This design comes from an exercise in tuning for small area and a short achievable clock period on the open sky130 flow, not from production work. The RTL was checked by simulation tests, not by an equivalence proof against the original design. Power is estimated from default activity; no workload was simulated.

**flow/standard.sh**
```bash
#!/bin/bash
# synth_recipe.tcl (not shown) runs the flow's synth.tcl, then flattens the netlist and writes it again
# the make line also repeats each setting of config.mk as NAME=value (left out here)
make -C /OpenROAD-flow-scripts/flow DESIGN_CONFIG=/design/flow/config.mk WORK_HOME=/design/flow/orfs CLKGATE_MAP_FILE= SYNTH_SCRIPT=/design/flow/synth_recipe.tcl "${@:-finish}"
```
**flow/design.v**
```verilog
localparam [6:0] OP_IMM = 7'b0010011;
localparam [6:0] OP     = 7'b0110011;
localparam [2:0] F3_ADD  = 3'b000;
localparam [2:0] F3_SLL  = 3'b001;
localparam [2:0] F3_SLT  = 3'b010;
localparam [2:0] F3_SLTU = 3'b011;
localparam [2:0] F3_XOR  = 3'b100;
localparam [2:0] F3_SR   = 3'b101;   
localparam [2:0] F3_OR   = 3'b110;
localparam [2:0] F3_AND  = 3'b111;
`timescale 1ns/1ps
`default_nettype none
module aluUnit (
    input  logic        sub,
    input  logic        selAdd,
    input  logic        selSlt,
    input  logic        selSltu,
    input  logic        selSll,
    input  logic        selSr,
    input  logic        sra,
    input  logic        selXor,
    input  logic        selOr,
    input  logic        selAnd,
    input  logic [31:0] a,
    input  logic [31:0] bx,
    input  logic [4:0]  shamt,
    output logic [31:0] result
);
    logic [32:0] t;
    logic [31:0] sum;
    logic        lessU, lessS;
    logic [31:0] sll, sr;
    logic        fill;
    assign t     = {a, 1'b1} + {bx, sub};
    assign sum   = t[32:1];
    assign lessU = (a[31] ~^ bx[31]) ? ~bx[31] : sum[31];    
    assign lessS = (a[31] ~^ bx[31]) ?  a[31]  : sum[31];    
    assign fill  = sra & a[31];
    assign sll   = a << shamt;
    assign sr    = 32'($signed({fill, a}) >>> shamt);
    assign result = ({32{selAdd}} & sum)
                  | ({32{selSll}} & sll)
                  | ({32{selSr }} & sr)
                  | ({32{selXor}} & (a ^ bx))
                  | ({32{selOr }} & (a | bx))
                  | ({32{selAnd}} & (a & bx))
                  | {31'b0, (selSlt & lessS) | (selSltu & lessU)};
endmodule
`default_nettype wire
`timescale 1ns/1ps
`default_nettype none
module regFile (
    input  logic        clk,
    input  logic        rst_n,
    input  logic [3:0]  rs1Hi,      
    input  logic [7:0]  rs1Lo,      
    input  logic [3:0]  rs2Hi,
    input  logic [7:0]  rs2Lo,
    input  logic        byp1,       
    input  logic        byp2,
    output logic [31:0] rs1Data,
    output logic [31:0] rs2Data,
    input  logic        wrEn,
    input  logic [4:0]  wrReg,
    input  logic [31:0] wrData
);
    logic [31:0] regs [1:31];
    logic [31:1] valid;
    logic [31:1] we;
    logic [31:1] sel1, sel2;
    always_comb begin
        for (int i = 1; i < 32; i++) begin
            we[i]   = wrEn && (wrReg == i[4:0]);
            sel1[i] = valid[i] && rs1Hi[i / 8] && rs1Lo[i % 8];
            sel2[i] = valid[i] && rs2Hi[i / 8] && rs2Lo[i % 8];
        end
    end
    always_ff @(posedge clk or negedge rst_n) begin
        if (!rst_n)
            valid <= '0;
        else
            valid <= valid | we;
    end
    always_ff @(posedge clk) begin
        for (int i = 1; i < 32; i++)
            if (we[i])
                regs[i] <= wrData;
    end
    always_comb begin
        rs1Data = '0;
        rs2Data = '0;
        for (int i = 1; i < 32; i++) begin
            rs1Data = rs1Data | ({32{sel1[i]}} & regs[i]);
            rs2Data = rs2Data | ({32{sel2[i]}} & regs[i]);
        end
        if (byp1) rs1Data = wrData;
        if (byp2) rs2Data = wrData;
    end
endmodule
`default_nettype wire
`timescale 1ns/1ps
`default_nettype none
module fetchUnit (
    input  logic        clk,
    input  logic        rst_n,
    output logic [31:0] imemAddr,
    input  logic [31:0] imemInsn,
    output logic        f_wen,
    output logic        f_isImm,
    output logic [4:0]  f_rd,
    output logic [4:0]  f_rs1,
    output logic [2:0]  f_funct3,
    output logic [11:0] f_imm      
);
localparam [6:0] OP_IMM = 7'b0010011;
localparam [6:0] OP     = 7'b0110011;
localparam [2:0] F3_ADD  = 3'b000;
localparam [2:0] F3_SLL  = 3'b001;
localparam [2:0] F3_SLT  = 3'b010;
localparam [2:0] F3_SLTU = 3'b011;
localparam [2:0] F3_XOR  = 3'b100;
localparam [2:0] F3_SR   = 3'b101;   
localparam [2:0] F3_OR   = 3'b110;
localparam [2:0] F3_AND  = 3'b111;
    logic [13:0] pcWord;    
    assign imemAddr = {16'h0000, pcWord, 2'b00};
    logic isOpImm, isOp;
    assign isOpImm = (imemInsn[6:0] == OP_IMM);
    assign isOp    = (imemInsn[6:0] == OP);
    always_ff @(posedge clk or negedge rst_n) begin
        if (!rst_n) begin
            pcWord <= '0;
            f_wen  <= 1'b0;
        end else begin
            pcWord <= pcWord + 14'd1;
            f_wen  <= (isOpImm || isOp) && (imemInsn[11:7] != 5'd0);
        end
    end
    always_ff @(posedge clk) begin
        f_isImm  <= ~imemInsn[5];           
        f_rd     <= imemInsn[11:7];
        f_rs1    <= imemInsn[19:15];
        f_funct3 <= imemInsn[14:12];
        f_imm    <= imemInsn[31:20];
    end
endmodule
`default_nettype wire
`timescale 1ns/1ps
`default_nettype none
module decodeStage (
    input  logic        clk,
    input  logic        rst_n,
    input  logic        f_wen,
    input  logic        f_isImm,
    input  logic [4:0]  f_rd,
    input  logic [4:0]  f_rs1,
    input  logic [2:0]  f_funct3,
    input  logic [11:0] f_imm,
    input  logic        wbValid,
    input  logic [4:0]  wbReg,
    input  logic [31:0] wbData,
    input  logic [31:0] aluResult,     
    output logic        issueWen,
    output logic [4:0]  issueRd,
    output logic [31:0] issueA,
    output logic [31:0] issueB,        
    output logic [4:0]  issueShamt,    
    output logic        issueSub,      
    output logic        issueSelAdd,
    output logic        issueSelSlt,
    output logic        issueSelSltu,
    output logic        issueSelSll,
    output logic        issueSelSr,
    output logic        issueSra,
    output logic        issueSelXor,
    output logic        issueSelOr,
    output logic        issueSelAnd
);
localparam [6:0] OP_IMM = 7'b0010011;
localparam [6:0] OP     = 7'b0110011;
localparam [2:0] F3_ADD  = 3'b000;
localparam [2:0] F3_SLL  = 3'b001;
localparam [2:0] F3_SLT  = 3'b010;
localparam [2:0] F3_SLTU = 3'b011;
localparam [2:0] F3_XOR  = 3'b100;
localparam [2:0] F3_SR   = 3'b101;   
localparam [2:0] F3_OR   = 3'b110;
localparam [2:0] F3_AND  = 3'b111;
    logic        d_wen;
    logic        d_isImm;
    logic [4:0]  d_rd;
    logic [4:0]  d_rs1;
    logic [2:0]  d_funct3;
    logic [11:0] d_imm;
    logic [3:0]  d_rs1Hi, d_rs2Hi;
    logic [7:0]  d_rs1Lo, d_rs2Lo;
    logic        d_byp1, d_byp2;
    always_ff @(posedge clk or negedge rst_n) begin
        if (!rst_n) begin
            d_wen  <= 1'b0;
            d_byp1 <= 1'b0;
            d_byp2 <= 1'b0;
        end else begin
            d_wen  <= f_wen;
            d_byp1 <= issueWen && (issueRd == f_rs1);
            d_byp2 <= issueWen && (issueRd == f_imm[4:0]);
        end
    end
    always_ff @(posedge clk) begin
        for (int j = 0; j < 4; j++) begin
            d_rs1Hi[j] <= (f_rs1[4:3] == j[1:0]);
            d_rs2Hi[j] <= (f_imm[4:3] == j[1:0]);
        end
        for (int j = 0; j < 8; j++) begin
            d_rs1Lo[j] <= (f_rs1[2:0] == j[2:0]);
            d_rs2Lo[j] <= (f_imm[2:0] == j[2:0]);
        end
    end
    always_ff @(posedge clk) begin
        d_isImm  <= f_isImm;
        d_rd     <= f_rd;
        d_rs1    <= f_rs1;
        d_funct3 <= f_funct3;
        d_imm    <= f_imm;
    end
    logic [4:0]  rs2;
    logic        altBit;
    logic [31:0] rs1Data, rs2Data;
    assign rs2    = d_imm[4:0];
    assign altBit = d_imm[10];      
    regFile regFile_inst (
        .clk     (clk),
        .rst_n   (rst_n),
        .rs1Hi   (d_rs1Hi),
        .rs1Lo   (d_rs1Lo),
        .rs2Hi   (d_rs2Hi),
        .rs2Lo   (d_rs2Lo),
        .byp1    (d_byp1),
        .byp2    (d_byp2),
        .rs1Data (rs1Data),
        .rs2Data (rs2Data),
        .wrEn    (wbValid),
        .wrReg   (wbReg),
        .wrData  (wbData)
    );
    logic subNext, fwdANext, fwdBNext, shiftNext;
    logic [31:0] bNext;
    assign subNext  = (d_funct3 == F3_ADD && !d_isImm && altBit) ||
                      d_funct3 == F3_SLT || d_funct3 == F3_SLTU;
    assign fwdANext = issueWen && (issueRd == d_rs1);
    assign fwdBNext = !d_isImm && issueWen && (issueRd == rs2);
    assign bNext    = d_isImm ? {{20{d_imm[11]}}, d_imm} : rs2Data;
    assign shiftNext = (d_funct3 == F3_SLL) || (d_funct3 == F3_SR);
    always_ff @(posedge clk or negedge rst_n) begin
        if (!rst_n)
            issueWen <= 1'b0;
        else
            issueWen <= d_wen;
    end
    always_ff @(posedge clk) begin
        issueRd      <= d_rd;
        issueA       <= fwdANext ? aluResult : rs1Data;
        issueB       <= (fwdBNext ? aluResult : bNext) ^ {32{subNext}};
        issueShamt   <= !shiftNext ? 5'd0 : fwdBNext ? aluResult[4:0] : bNext[4:0];
        issueSub     <= subNext;
        issueSelAdd  <= d_funct3 == F3_ADD;
        issueSelSlt  <= d_funct3 == F3_SLT;
        issueSelSltu <= d_funct3 == F3_SLTU;
        issueSelSll  <= d_funct3 == F3_SLL;
        issueSelSr   <= d_funct3 == F3_SR;
        issueSra     <= altBit;
        issueSelXor  <= d_funct3 == F3_XOR;
        issueSelOr   <= d_funct3 == F3_OR;
        issueSelAnd  <= d_funct3 == F3_AND;
    end
endmodule
`default_nettype wire
`timescale 1ns/1ps
`default_nettype none
module executeStage (
    input  logic        clk,
    input  logic        rst_n,
    input  logic        issueWen,
    input  logic [4:0]  issueRd,
    input  logic [31:0] issueA,
    input  logic [31:0] issueB,
    input  logic [4:0]  issueShamt,
    input  logic        issueSub,
    input  logic        issueSelAdd,
    input  logic        issueSelSlt,
    input  logic        issueSelSltu,
    input  logic        issueSelSll,
    input  logic        issueSelSr,
    input  logic        issueSra,
    input  logic        issueSelXor,
    input  logic        issueSelOr,
    input  logic        issueSelAnd,
    output logic [31:0] aluResult,
    output logic        wbValid,
    output logic [4:0]  wbReg,
    output logic [31:0] wbData,
    output logic [4:0]  retireReg,
    output logic [31:0] retireData
);
    aluUnit aluUnit_inst (
        .sub     (issueSub),
        .selAdd  (issueSelAdd),
        .selSlt  (issueSelSlt),
        .selSltu (issueSelSltu),
        .selSll  (issueSelSll),
        .selSr   (issueSelSr),
        .sra     (issueSra),
        .selXor  (issueSelXor),
        .selOr   (issueSelOr),
        .selAnd  (issueSelAnd),
        .a       (issueA),
        .bx      (issueB),
        .shamt   (issueShamt),
        .result  (aluResult)
    );
    always_ff @(posedge clk or negedge rst_n) begin
        if (!rst_n) begin
            wbValid    <= 1'b0;
            retireReg  <= '0;
            retireData <= '0;
        end else begin
            wbValid    <= issueWen;
            retireReg  <= issueRd;
            retireData <= aluResult;
        end
    end
    always_ff @(posedge clk) begin
        wbReg  <= issueRd;
        wbData <= aluResult;
    end
endmodule
`default_nettype wire
`timescale 1ns/1ps
`default_nettype none
module rvCore (
    input  logic        clk,
    input  logic        rst_n,
    output logic [31:0] imemAddr,
    input  logic [31:0] imemInsn,
    output logic        retireValid,
    output logic [4:0]  retireReg,
    output logic [31:0] retireData
);
    logic        f_wen;
    logic        f_isImm;
    logic [4:0]  f_rd;
    logic [4:0]  f_rs1;
    logic [2:0]  f_funct3;
    logic [11:0] f_imm;
    logic        issueWen;
    logic [4:0]  issueRd;
    logic [31:0] issueA;
    logic [31:0] issueB;
    logic [4:0]  issueShamt;
    logic [31:0] aluResult;
    logic [4:0]  wbReg;
    logic [31:0] wbData;
    logic        issueSub;
    logic        issueSelAdd;
    logic        issueSelSlt;
    logic        issueSelSltu;
    logic        issueSelSll;
    logic        issueSelSr;
    logic        issueSra;
    logic        issueSelXor;
    logic        issueSelOr;
    logic        issueSelAnd;
    fetchUnit fetchUnit_inst (
        .clk      (clk),
        .rst_n    (rst_n),
        .imemAddr (imemAddr),
        .imemInsn (imemInsn),
        .f_wen    (f_wen),
        .f_isImm  (f_isImm),
        .f_rd     (f_rd),
        .f_rs1    (f_rs1),
        .f_funct3 (f_funct3),
        .f_imm    (f_imm)
    );
    decodeStage decodeStage_inst (
        .clk          (clk),
        .rst_n        (rst_n),
        .f_wen        (f_wen),
        .f_isImm      (f_isImm),
        .f_rd         (f_rd),
        .f_rs1        (f_rs1),
        .f_funct3     (f_funct3),
        .f_imm        (f_imm),
        .wbValid      (retireValid),
        .wbReg        (wbReg),
        .wbData       (wbData),
        .aluResult    (aluResult),
        .issueWen     (issueWen),
        .issueRd      (issueRd),
        .issueA       (issueA),
        .issueB       (issueB),
        .issueShamt   (issueShamt),
        .issueSub     (issueSub),
        .issueSelAdd  (issueSelAdd),
        .issueSelSlt  (issueSelSlt),
        .issueSelSltu (issueSelSltu),
        .issueSelSll  (issueSelSll),
        .issueSelSr   (issueSelSr),
        .issueSra     (issueSra),
        .issueSelXor  (issueSelXor),
        .issueSelOr   (issueSelOr),
        .issueSelAnd  (issueSelAnd)
    );
    executeStage executeStage_inst (
        .clk          (clk),
        .rst_n        (rst_n),
        .issueWen     (issueWen),
        .issueRd      (issueRd),
        .issueA       (issueA),
        .issueB       (issueB),
        .issueShamt   (issueShamt),
        .issueSub     (issueSub),
        .issueSelAdd  (issueSelAdd),
        .issueSelSlt  (issueSelSlt),
        .issueSelSltu (issueSelSltu),
        .issueSelSll  (issueSelSll),
        .issueSelSr   (issueSelSr),
        .issueSra     (issueSra),
        .issueSelXor  (issueSelXor),
        .issueSelOr   (issueSelOr),
        .issueSelAnd  (issueSelAnd),
        .aluResult    (aluResult),
        .wbValid      (retireValid),
        .wbReg        (wbReg),
        .wbData       (wbData),
        .retireReg    (retireReg),
        .retireData   (retireData)
    );
endmodule
`default_nettype wire
```
**flow/flow/run.sh**
```bash
#!/bin/bash
# The standard layout (standard.sh: its synthesis script, settings and
# ORFS steps), with two changes:
#  - Yosys's full/half-adder extraction is off (ADDER_MAP_FILE empty), so ABC
#    maps the ALU's adder as plain logic instead of chaining fa/ha cells;
#  - clock tree synthesis runs without dummy loads (same CTS arguments as
#    ORFS's default otherwise).
# Registers and everything else are unchanged. ORFS writes each step's full
# log under orfs/logs/; make's own output goes to flow_make.log here.
set -euo pipefail
bash standard.sh ADDER_MAP_FILE= \
  "CTS_ARGS=-sink_clustering_enable -repair_clock_nets -dont_use_dummy_load" \
  finish > flow_make.log 2>&1
```
**flow/constraint.sdc**
```tcl
create_clock -name core_clock -period 6.0 [get_ports {clk}]
set_input_delay 1.2000 -clock core_clock [delete_from_list [all_inputs] [get_ports {clk}]]
set_output_delay 1.2000 -clock core_clock [all_outputs]
set_load 0.01 [all_outputs]
```
**flow/config.mk**
```make
export PLATFORM = sky130hd
export DESIGN_NAME = rvCore
export DESIGN_NICKNAME = rvCore
export VERILOG_FILES = /design/flow/design.v
export SDC_FILE = /design/flow/constraint.sdc
export NUM_CORES = 4
export LEC_CHECK = 0
export CAP_MARGIN = 20
export CORE_MARGIN = 2
export CORE_UTILIZATION = 45
export PLACE_DENSITY = 0.6
export SETUP_SLACK_MARGIN = 3.4
export SLEW_MARGIN = 20
export TNS_END_PERCENT = 30
```
==> flow_summary_export.csv, run 1 <==
group,metric,value,unit
min_path,hp-class,"flip-flop to flip-flop",
power_and_ir_drop,clock_power_share,0.398,
clock_tree,clk_pin_slew_worst_paths,60,ps
grt,grt_pass1_wl,378000,um
route,drt_first_pass_iters,8,
power_and_ir_drop,power.total,0.0182,W
grt,overflow,0,
setup_path,cp_max_fo,11,
place,dp_cells,5797,
cells_and_area,stdcell_count,6282,
route,drt_iter0_markers,10300,
floorplan,die-area,129000,um^2
yosys,synth_xor_xnor_area_share,0.0185,
place,gp_congestion,1.02,
cells_and_area,nets,4655,
clock_tree,clock_path_buffers,3,
yosys,yosys-mux-area-fraction,0.0389,
cells_and_area,syn_to_final_growth,21.6,%
power_and_ir_drop,ir_drop,0.256,mV
sta,slew_headroom,0.214,
clock_tree,cts_sinks,1277,
place,dp_hpwl,160000,um
sta,tightest_slew,1180,ps
clock_tree,cts_root_buf,"clkbuf_16",
yosys,syn_inst,4308,
power_and_ir_drop,switching_share,0.226,
yosys,synth_seq_cells,1277,
power_and_ir_drop,power.density,263,nW/um^2
clock_tree,hold_buffers,0,
sta,drv_slew,0,
clock_tree,clk_latency,810,ps
sta,skew,78.7,ps
setup_path,worstPathRequired,6700,ps
yosys,ys_types,89,
grt,grt_pass1_vias,46400,
place,portBuffers,85,
cells_and_area,drive_gt1_frac,0.269,
yosys,synthSimpleGateAreaFrac,0.0684,
run_status,status,"finished clean",
yosys,avgSynthCellArea,13.2,um^2
route,drcViolationCount,0,
yosys,synth-edff-count,992,
sta,finalSetupViolCount,0,
route,viasPerCell,7.93,
power_and_ir_drop,power_frac_comb,0.052,
yosys,ys_top_cells_by_area,"edfxtp_1, dfxtp_1, a221oi_1, a22o_1, a22oi_1",
grt,grt_start_max_net_pins,58,
route,drt_wl_total,282000,um
yosys,ys_warn_count,5,
setup_path,crit_type,"flip-flop to flip-flop",
yosys,synth_compound_area_frac,0.204,
route,routed-via-count,49800,
floorplan,io_pins,104,
yosys,synth_top_area_frac,0.525,
cells_and_area,fillCellCount,10100,
power_and_ir_drop,pwr-share-seq,0.551,
power_and_ir_drop,p_int,0.0141,W
setup_path,setup.worst_path.end_class,"flip-flop",
floorplan,die_h,359,um
flow_run,drv_cap,0,
clock_tree,cts_tree,"built",
route,wl_per_cell,44.9,um
setup_path,cp-start-kind,"flip-flop",
yosys,synth_top_family_by_area,"compound AO/OA/AOI/OAI gates",
floorplan,rows,130,
clock_tree,htreeDepth,4,
power_and_ir_drop,leakagePower,24.4,nW
sta,fin_crit_sh,0.508,
yosys,synth_top_area_cell,"edfxtp_1",
sta,setup_tns,0,ps
yosys,yosysSeqAreaShare,0.633,
route,detail-route-antenna-nets,0,
floorplan,core_area,125000,um^2
clock_tree,cts_buffers,136,
setup_path,ff2ff_setup_slack,2950,ps
sta,rsz0062_at_grt,"yes",
floorplan,start_util,0.452,
yosys,synth-main-ff-cell,"edfxtp_1",
grt,grtUsageTotal,0.423,
yosys,mappedNetlistArea,56700,um^2
sta,hold_viol_final,0,
yosys,async_flop_share,0.0689,
power_and_ir_drop,p_switching,0.00410,W
floorplan,die_w,359,um
sta,min_period,3050,ps
sta,max_clock_freq,0.328,GHz
yosys,synthAdderAreaFrac,0.00256,
grt,antenna_found_initial,19,
setup_path,arrival,3750,ps
[repair_timing]
action | 4_1_cts | 5_1_grt
pin swaps | 132 | 90
setup buffers | 202 | 126
gates resized for setup | 566 | 155
hold endpoints to repair | 0 | 0
setup endpoints to repair | 494 | 557
cloned | 8 | 0
[final timing paths]
| path | start | end | cells after the start |
|---|---|---|---|
| max in group asynchronous | rst_n | executeStage_inst.retireData[15] | 2 |
| worst min register to register | fetchUnit_inst.f_rd[2] | decodeStage_inst.d_rd[2] | 0 |
| worst max-delay path | decodeStage_inst.d_rs1Hi[0] | decodeStage_inst.issueA[14] | 9 |
| min in group asynchronous | rst_n | decodeStage_inst.d_byp1 | 1 |
| worst min-delay path | fetchUnit_inst.f_rd[2] | decodeStage_inst.d_rd[2] | 0 |
| worst max register to register | decodeStage_inst.d_rs1Hi[0] | decodeStage_inst.issueA[14] | 9 |
[registers in the layout, summed over array words and instances, names as in the netlist, 5 cells and up]
name                                 flops
decodeStage_inst.regFile_inst.regs     992
fetchUnit_inst.f_imm                    12
decodeStage_inst.d_rs1Lo                 8
decodeStage_inst.d_rs1                   5
decodeStage_inst.issueA                 32
executeStage_inst.retireReg              5
decodeStage_inst.issueB                 32
decodeStage_inst.d_rd                    5
executeStage_inst.retireData            32
decodeStage_inst.d_imm                  12
executeStage_inst.wbData                32
fetchUnit_inst.pcWord                   14
executeStage_inst.wbReg                  5
fetchUnit_inst.f_rd                      5
fetchUnit_inst.f_rs1                     5
decodeStage_inst.regFile_inst.valid     31
decodeStage_inst.issueShamt              5
decodeStage_inst.issueRd                 5
decodeStage_inst.d_rs2Lo                 8
[layer usage]
layer  part of all wire  global-route usage  wire length [um]  up-vias
met5             0.0018             0.00666               497        -
met4               0.11               0.327             30000       26
met3               0.18               0.210             49500     1976
met2               0.40               0.593            113000     5602
met1               0.32               0.493             89500    24100
li1                   -                   -                 -    18100
[per-stage QoR]
stage	hold WS (ps)	utilization	worst slack, ps	cell area [um^2]
3_3_place_gp	311	0.476	1790	59700
4_1_cts	325	0.538	2960	67400
6_report	325	0.550	2950	69000
5_1_grt	329	0.550	2920	69000
3_5_place_dp	312	0.477	1840	59800
2_1_floorplan	310	-	3330	57000
[cell families after synthesis]
logic type / count (synthesis)
AO/OA/AOI/OAI: 1515
XOR/XNOR: 117
adder cells (fa/ha/maj): 14
buffers and inverters: 492
flip-flops: 1277
multiplexers: 134
other: 1
AND/OR/NAND/NOR: 758
[power by group through the flow]
stage | sequential [W] | combinational (W) | clock [W]
floorplan | 0.0101 | 0.000415 | 0
global placement | 0.0102 | 0.000693 | 0
detailed placement | 0.0102 | 0.000694 | 0
CTS | 0.00998 | 0.000841 | 0.00719
global route | 0.0100 | 0.000972 | 0.00752
finish | 0.0100 | 0.000938 | 0.00722
[area by class of cell]
type                            count  area [um^2]  area share
Sequential cell                  1277        36100       0.524
Clock buffer                      136         3400      0.0493
Antenna cell                       13         32.5    0.000471
Timing Repair Buffer              586         5590      0.0811
Tap cell                         1650         2060      0.0299
Multi-Input combinational cell   2558        21500       0.312
Inverter                           62          278     0.00403
[cell usage in the layout, fill, tap and decap left out, drive strengths merged, types with 67 or more instances in the layout]
master,count
a21oi,229
nand3,91
xnor2,81
nand2,124
a22o,319
o21ai,77
edfxtp,992
nor2,181
a221oi,329
nand4,131
clkbuf,141
a22oi,338
mux4,67
and3,72
dfxtp,197
buf,502
dfrtp,88
[worst max-delay path, cell delays in order, from the launching register on]
cell      delay (ps)
dfxtp_1          520
and3_4           290
buf_4            360
buf_4            440
a22o_1           210
a221oi_1          60
nand4_1          110
nor3_1            60
a21oi_1          590
mux2_2           280
[cells in the mapped netlist, types with 9 or more instances]
| library cell | instances |
|---|---|
| a31oi_1 | 22 |
| dfrtp_1 | 88 |
| or2_2 | 37 |
| edfxtp_1 | 992 |
| buf_4 | 23 |
| buf_2 | 28 |
| buf_1 | 43 |
| nor3b_1 | 9 |
| nor4_1 | 11 |
| nand2b_1 | 9 |
| mux2i_1 | 51 |
| nor2b_1 | 14 |
| nor3_1 | 50 |
| a21oi_1 | 227 |
| o22ai_1 | 41 |
| mux4_2 | 65 |
| o32ai_1 | 25 |
| o31ai_1 | 25 |
| a211oi_1 | 13 |
| a22o_1 | 319 |
| and3_1 | 70 |
| o21ai_0 | 74 |
| a221oi_1 | 328 |
| o21a_1 | 10 |
| nand3_1 | 89 |
| xor2_1 | 35 |
| maj3_1 | 10 |
| inv_1 | 58 |
| a22oi_1 | 338 |
| clkbuf_1 | 335 |
| nand2_1 | 124 |
| xnor2_1 | 79 |
| o211ai_1 | 9 |
| dfxtp_1 | 197 |
| mux2_2 | 16 |
| nand4_1 | 131 |
| nor2_1 | 181 |
==> inputs of run 2 (changes only) <==
--- a/flow/config.mk
+++ b/flow/config.mk
@@ -10,5 +10,5 @@
 export CORE_UTILIZATION = 45
 export PLACE_DENSITY = 0.6
-export SETUP_SLACK_MARGIN = 3.4
+export SETUP_SLACK_MARGIN = 3.8
 export SLEW_MARGIN = 20
 export TNS_END_PERCENT = 30
==> run 2 against run 1 <==
- non-clock buffer count shrank 4
- first-iteration DRC count grew 0.97%
- register-to-register slack is essentially flat
- area after synthesis is the same
- sequential power is essentially flat
- synthesized cell count is the same
- sequential cell count is the same
- clock power is essentially flat
- total power is essentially flat
- global-route usage grew 1.5 points
- core utilization grew 0.15 points
==> flow_summary_export.csv, run 2 <==
group,metric,value,unit
sta,max_clock_freq,0.327,GHz
clock_tree,htreeDepth,4,
clock_tree,cts_root_buf,"clkbuf_16",
clock_tree,cts_tree,"built",
setup_path,startpoint,"decodeStage_inst.issueA[6]",
route,viasPerCell,7.96,
grt,grt_pass1_wl,391000,um
grt,overflow,0,
clock_tree,clk_pin_slew_worst_paths,70,ps
grt,grt_start_max_net_pins,58,
setup_path,setup.worst_path.end_class,"flip-flop",
clock_tree,cts_sinks,1277,
yosys,synth_top_area_cell,"edfxtp_1",
floorplan,io_pins,104,
power_and_ir_drop,switching_share,0.226,
yosys,yosysSeqAreaShare,0.633,
sta,min_period,3060,ps
power_and_ir_drop,p_switching,0.00410,W
clock_tree,clk_latency,790,ps
setup_path,arrival,3700,ps
yosys,synth_commonest_cells,"edfxtp_1, a22oi_1, clkbuf_1, a221oi_1, a22o_1",
flow_run,drv_cap,0,
setup_path,r2r_cells,12,
route,drt_iter0_markers,10400,
cells_and_area,nets,4653,
setup_path,crit_type,"flip-flop to flip-flop",
power_and_ir_drop,power_frac_comb,0.050,
power_and_ir_drop,ir_drop,0.251,mV
cells_and_area,fillCellCount,10100,
power_and_ir_drop,power.density,262,nW/um^2
sta,fin_crit_sh,0.510,
sta,hold_viol_final,0,
sta,tightest_slew,1220,ps
yosys,syn_inst,4308,
cells_and_area,final_cell_mix,"edfxtp_1, buf_4, a22oi_1",
run_status,status,"finished clean",
power_and_ir_drop,p_int,0.0140,W
clock_tree,clock_path_buffers,3,
place,portBuffers,85,
setup_path,crit_path_cell_trace,"buf_4, o211ai_1, nand3_1, o22ai_2, o2bb2ai_4, a31o_4, o211a_4, o31a_1, buf_6, mux2i_4, nand2b_4, mux2_2",
cells_and_area,regMostFlops,"decodeStage_inst.regFile_inst.regs",
power_and_ir_drop,clock_power_share,0.398,
power_and_ir_drop,leakagePower,24.3,nW
setup_path,ff2ff_setup_slack,2940,ps
setup_path,cp-endpoint,"decodeStage_inst.issueA[29]",
setup_path,worstPathRequired,6640,ps
sta,drv_slew,0,
route,drcViolationCount,0,
place,placed_area,59900,um^2
yosys,async_flop_share,0.0689,
cells_and_area,drive_gt1_frac,0.282,
cells_and_area,mostFrequentLayoutCell,"edfxtp_1",
floorplan,die-area,129000,um^2
grt,grtUsageTotal,0.439,
place,dp_hpwl,161000,um
grt,grt_pass1_vias,47000,
setup_path,cp-start-kind,"flip-flop",
route,drt_first_pass_iters,13,
floorplan,die_h,359,um
route,routed-via-count,50000,
yosys,synth-edff-count,992,
cells_and_area,final_area,69200,um^2
sta,rsz0062_at_grt,"yes",
min_path,hp-class,"flip-flop to flip-flop",
setup_path,timing.rr.start,"decodeStage_inst.issueA[6]",
setup_path,cp_max_fo,6,
setup_path,cp_slowest_cell,"dfxtp_4",
yosys,ys_warn_count,5,
sta,setup_tns,0,ps
sta,slew_headroom,0.189,
power_and_ir_drop,pwr-share-seq,0.552,
yosys,synth_seq_cells,1277,
clock_tree,hold_buffers,0,
yosys,yosysMostFrequentCell,"edfxtp_1",
floorplan,core_area,125000,um^2
yosys,ys_types,89,
clock_tree,cts_buffers,136,
place,dp_cells,5800,
yosys,synth-main-ff-cell,"edfxtp_1",
floorplan,die_w,359,um
floorplan,start_util,0.452,
setup_path,slowest_delay,370,ps
yosys,synth_top_area_frac,0.525,
cells_and_area,stdcell_count,6280,
cells_and_area,syn_to_final_growth,21.9,%
floorplan,rows,130,
route,drt_wl_total,291000,um
sta,skew,53.9,ps
setup_path,worst_r2r_endpoint,"decodeStage_inst.issueA[29]",
sta,finalSetupViolCount,0,
yosys,ys_top_cells_by_area,"edfxtp_1, dfxtp_1, a221oi_1, a22o_1, a22oi_1",
yosys,avgSynthCellArea,13.2,um^2
cells_and_area,largest_reg_flops,992,
yosys,mappedNetlistArea,56700,um^2
route,detail-route-antenna-nets,0,
grt,antenna_found_initial,16,
place,gp_congestion,1.03,
route,wl_per_cell,46.3,um
-- run 2: worst min-delay path by stage --
stage / endpoint / slack [ps] / from / depth (start not counted)
detailed placement: decodeStage_inst.d_rd[0] / 310 / fetchUnit_inst.f_rd[0] / 0
global placement: decodeStage_inst.issueRd[4] / 310 / decodeStage_inst.d_rd[4] / 0
floorplan: decodeStage_inst.d_funct3[0] / 310 / fetchUnit_inst.f_funct3[0] / 0
global route: decodeStage_inst.d_imm[7] / 330 / fetchUnit_inst.f_imm[7] / 0
CTS: decodeStage_inst.d_funct3[0] / 320 / fetchUnit_inst.f_funct3[0] / 0
finish: decodeStage_inst.d_funct3[0] / 320 / fetchUnit_inst.f_funct3[0] / 0
-- run 2: timing repair --
action,CTS,global route
gates resized for setup,813,122
pin swaps,136,81
setup buffers,253,64
setup endpoints to repair,1048,921
cloned,13,0
-- run 2: power by group through the flow --
stage                     clock network (W)  registers (W)  logic (W)
after detailed placement                  0         0.0102   0.000669
final                               0.00723         0.0100   0.000898
after global placement                    0         0.0102   0.000669
after CTS                           0.00721         0.0100   0.000811
after floorplan                           0         0.0101   0.000427
after global routing                0.00754         0.0100   0.000934
-- run 2: layout make-up --
type	count	area, um^2	share of cell area
Sequential cell	1277	36100	0.522
Inverter	62	280	0.00405
Clock buffer	136	3400	0.0492
Timing Repair Buffer	582	5780	0.0835
Antenna cell	13	32.5	0.000470
Multi-Input combinational cell	2560	21500	0.311
Tap cell	1650	2060	0.0298
-- run 2: metal layers --
layer / track usage / vias up / part of all wire
met5: 0.0444 / - / 0.0034
met3: 0.228 / 2042 / 0.18
li1: - / 18100 / -
met1: 0.501 / 24100 / 0.31
met2: 0.604 / 5737 / 0.39
met4: 0.361 / 34 / 0.11
-- run 2: worst max-delay path, delay by kind of cell, from the launching register on --
| family | cells | cell delay (ps) |
|---|---|---|
| compound gates | 6 | 1490 |
| mux | 2 | 440 |
| flops | 1 | 370 |
| buf+inv | 2 | 340 |
| simple gates | 2 | 310 |
-- run 2: per-stage QoR --
step	power (W)	hold WS [ps]	setup WS [ps]	util
floorplan	0.0105	310	3330	-
global placement	0.0109	312	1840	0.477
detailed placement	0.0109	312	1830	0.478
CTS	0.0180	318	3060	0.542
global route	0.0185	325	2940	0.552
finish	0.0181	315	2940	0.552
-- run 2: cell families after synthesis --
logic type / after synthesis / share of synthesized area
AOI/OAI and AO/OA: 1515 / 0.204
xor gates and xnor gates: 117 / 0.0185
adders and majority gates: 14 / 0.00256
buffers and inverters: 492 / 0.0348
DFF: 1277 / 0.633
muxes: 134 / 0.0389
other: 1 / 0.0000661
and+or+nand+nor: 758 / 0.0684

-- static timing again, ports no longer ideal --
Ports are ideal in the flow. The routed layouts listed here were re-timed in OpenROAD.
Step 1 sets driving cells, clkbuf_16 on the clock port and buf_2 on the other inputs (assumed; they add their load-dependent delay and slew).
Step 2, shift: input delay + t, output delay - t, t = (earliest + latest rising clock arrival at the registers) / 2. This alone moves slack from input paths to output paths.
Slacks: no drivers / after step 1 / after step 2; pairs: no drivers / after step 1.
| run | shift t [ns] | slack for setup (ns) | hold slack, ns | worst setup path after step 2 | worst slew at a driven data input, ns |
|---|---|---|---|---|---|
| run 1 | 0.850 | 2.953 / 2.936 / 2.953 | 0.325 / 0.325 / 0.325 | register to register | 0.06 |
| run 2 | 0.848 | 2.941 / 2.941 / 2.941 | 0.315 / 0.315 / 0.315 | register to register | 0.08 |
After both steps setup and hold are still met in every run listed.
